Background: an optimization exercise with open tools, aiming at small area. Do not read the settings as production practice. The RTL was checked by simulation tests, not by an equivalence proof against the original design. The clock port is modelled as an ideal driver; clocking choices that lean on that would not hold on a real chip.

## aukv_gpr_regfile_mp
module aukv_gpr_regfile_mp
#(
  parameter int XLEN  = RF_DEF_XLEN,
  parameter int NREGS = RF_DEF_NREGS,
  parameter int NRD   = 2,
  parameter int NWR   = 2,
  parameter int AW    = (NREGS < 2) ? 1 : $clog2(NREGS)
) (
  input  logic                i_clk,
  input  logic                i_rst,
  input  logic [NRD*AW-1:0]   i_rs_addr,
  output logic [NRD*XLEN-1:0] o_rs_data,
  output logic [NRD-1:0]      o_rs_ready,
  input  logic [NWR-1:0]      i_we,
  input  logic [NWR*AW-1:0]   i_rd_addr,
  input  logic [NWR*XLEN-1:0] i_wdata,
  input  logic                i_alloc,
  input  logic [AW-1:0]       i_alloc_addr,
  output logic [NREGS-1:0]    o_pending
);
For scale: about 190 I/O pins, about 49000 µm² of cells after synthesis.
==> flow/config.mk <==
export PLATFORM = sky130hd
export DESIGN_NAME = aukv_gpr_regfile_mp
export DESIGN_NICKNAME = aukv_gpr_regfile_mp
export VERILOG_FILES = /design/flow/design.v
export SDC_FILE = /design/flow/constraint.sdc
export NUM_CORES = 4
export LEC_CHECK = 0
export CAP_MARGIN = 20
export CORE_MARGIN = 2
export CORE_UTILIZATION = 30
export PLACE_DENSITY = 0.4
export SETUP_SLACK_MARGIN = 0.1
export SLEW_MARGIN = 20
export SYNTH_HIERARCHICAL = 1
export SYNTH_MINIMUM_KEEP_SIZE = 0
==> flow/constraint.sdc <==
create_clock -name core_clock -period 8.0 [get_ports {i_clk}]
set_input_delay 1.6000 -clock core_clock [delete_from_list [all_inputs] [get_ports {i_clk}]]
set_output_delay 1.6000 -clock core_clock [all_outputs]
set_load 0.01 [all_outputs]
standard.sh (not shown) runs the stock make flow with config.mk's settings and CLKGATE_MAP_FILE= SYNTH_SCRIPT=/design/flow/synth_recipe.tcl, a recipe that flattens the netlist after the stock synthesis.
==> flow/flow/run.sh <==
#!/bin/bash
set -euo pipefail
here=$(pwd)
export BUFFER_PORTS_ARGS="-buffer_cell sky130_fd_sc_hd__buf_1"
bash standard.sh place > "$here/flow_place.log" 2>&1

export R="$here/orfs/results/$FLOW_PLATFORM/aukv_gpr_regfile_mp/base"
base="-sink_clustering_enable -repair_clock_nets -dont_use_dummy_load -buf_list sky130_fd_sc_hd__clkbuf_16"
cands=("28 100" "24 100" "24 80" "20 80" "16 60" "12 50")
i=0
for c in "${cands[@]}"; do
  set -- $c
  TRY_CTS_ARGS="$base -sink_clustering_size $1 -sink_clustering_max_diameter $2" \
    openroad -no_init -exit flow/cts_try.tcl > "$here/cts_try_$i.log" 2>&1 &
  i=$((i+1))
  if (( i % 3 == 0 )); then wait; fi
done
wait
best=""; best_area=""
i=0
for c in "${cands[@]}"; do
  line=$(grep '^RESULT' "$here/cts_try_$i.log" || true)
  if [[ -n "$line" ]]; then
    set -- $line
    area=$2; slew=$3
    echo "cluster $c: area $area slew $slew" >> "$here/cts_choice.log"
    if awk -v s="$slew" 'BEGIN{exit !(s <= 0.110)}'; then
      if [[ -z "$best" ]] || awk -v a="$area" -v b="$best_area" 'BEGIN{exit !(a < b)}'; then
        best="$c"; best_area=$area
      fi
    fi
  fi
  i=$((i+1))
done
if [[ -n "$best" ]]; then
  set -- $best
  export CTS_ARGS="$base -sink_clustering_size $1 -sink_clustering_max_diameter $2"
else
  export CTS_ARGS="-sink_clustering_enable -repair_clock_nets"
fi
echo "CTS_ARGS=$CTS_ARGS" >> "$here/cts_choice.log"
bash standard.sh > "$here/flow_finish.log" 2>&1
==> flow/flow/cts_try.tcl <==
# Trial CTS on the placed design (nothing is written back): prints the clock
# buffer area it adds and the worst flip-flop clock-pin slew, from placement
# parasitics.
set plat $::env(FLOW_HOME)/platforms/$::env(FLOW_PLATFORM)
foreach lib [glob $plat/lib/sky130_fd_sc_hd__tt_025C_1v80.lib] { read_liberty $lib }
read_db $::env(R)/3_place.odb
read_sdc $::env(R)/3_place.sdc
source $plat/setRC.tcl
proc cell_area {} {
  set a 0
  foreach inst [[ord::get_db_block] getInsts] {
    set m [$inst getMaster]
    if {![$m isFiller] && [$m getType] ne "CORE_WELLTAP"} { set a [expr {$a + [$m getWidth]*[$m getHeight]/1e6}] }
  }
  return $a
}
set a0 [cell_area]
clock_tree_synthesis {*}$::env(TRY_CTS_ARGS)
set_propagated_clock [all_clocks]
estimate_parasitics -placement
set mx 0
foreach p [get_pins -hierarchical */CLK] { set s [get_property $p slew_max]; if {$s > $mx} {set mx $s} }
puts [format "RESULT %.1f %.4f" [expr {[cell_area]-$a0}] $mx]
The baseline ran to the end with violations: setup timing.
Edit:
Settings changed: CORE_UTILIZATION 30 to 35, PLACE_DENSITY 0.4 to 0.45, SETUP_SLACK_MARGIN 0.1 to 0.3.
=> The changed run went through all stages and came out clean; cell count falls by 4.7%; setup slack gets better by 0.28 ns; die area falls by 14%; routed wire length falls by 6.1%; count of clock-buffer cells in the layout falls by 27; utilization rises by 4.7 points; global-route usage rises by 3.9 points.

## re-timing with driven ports
The flow's constraints put no driver on any port. The routed layouts listed below were extracted and timed again, unchanged, in two steps. Step 1 (the two cells are an assumption about what drives the block):
set clk [get_ports {i_clk}]
set_driving_cell -lib_cell sky130_fd_sc_hd__clkbuf_16 $clk
set_driving_cell -lib_cell sky130_fd_sc_hd__buf_2 [delete_from_list [all_inputs] $clk]
Step 2 also shifts input and output timing later by t, the mid clock arrival at the registers, as if the neighbouring blocks saw the same clock. Slacks: ideal / step 1 / step 2; pairs: ideal / step 1.
run | t, ns | setup WS [ns] | worst slew at a driven data input, ns | cell pins on the clock port's net
the first run | 0.774 | -0.014 / -0.037 / -0.037 | 0.13 | 1
the second run | 0.785 | 0.264 / 0.242 / 0.242 | 0.09 | 1
For the first run, which loses most, drivers alone change the setup slack by -0.023 ns; drivers and shift together by -0.023 ns.
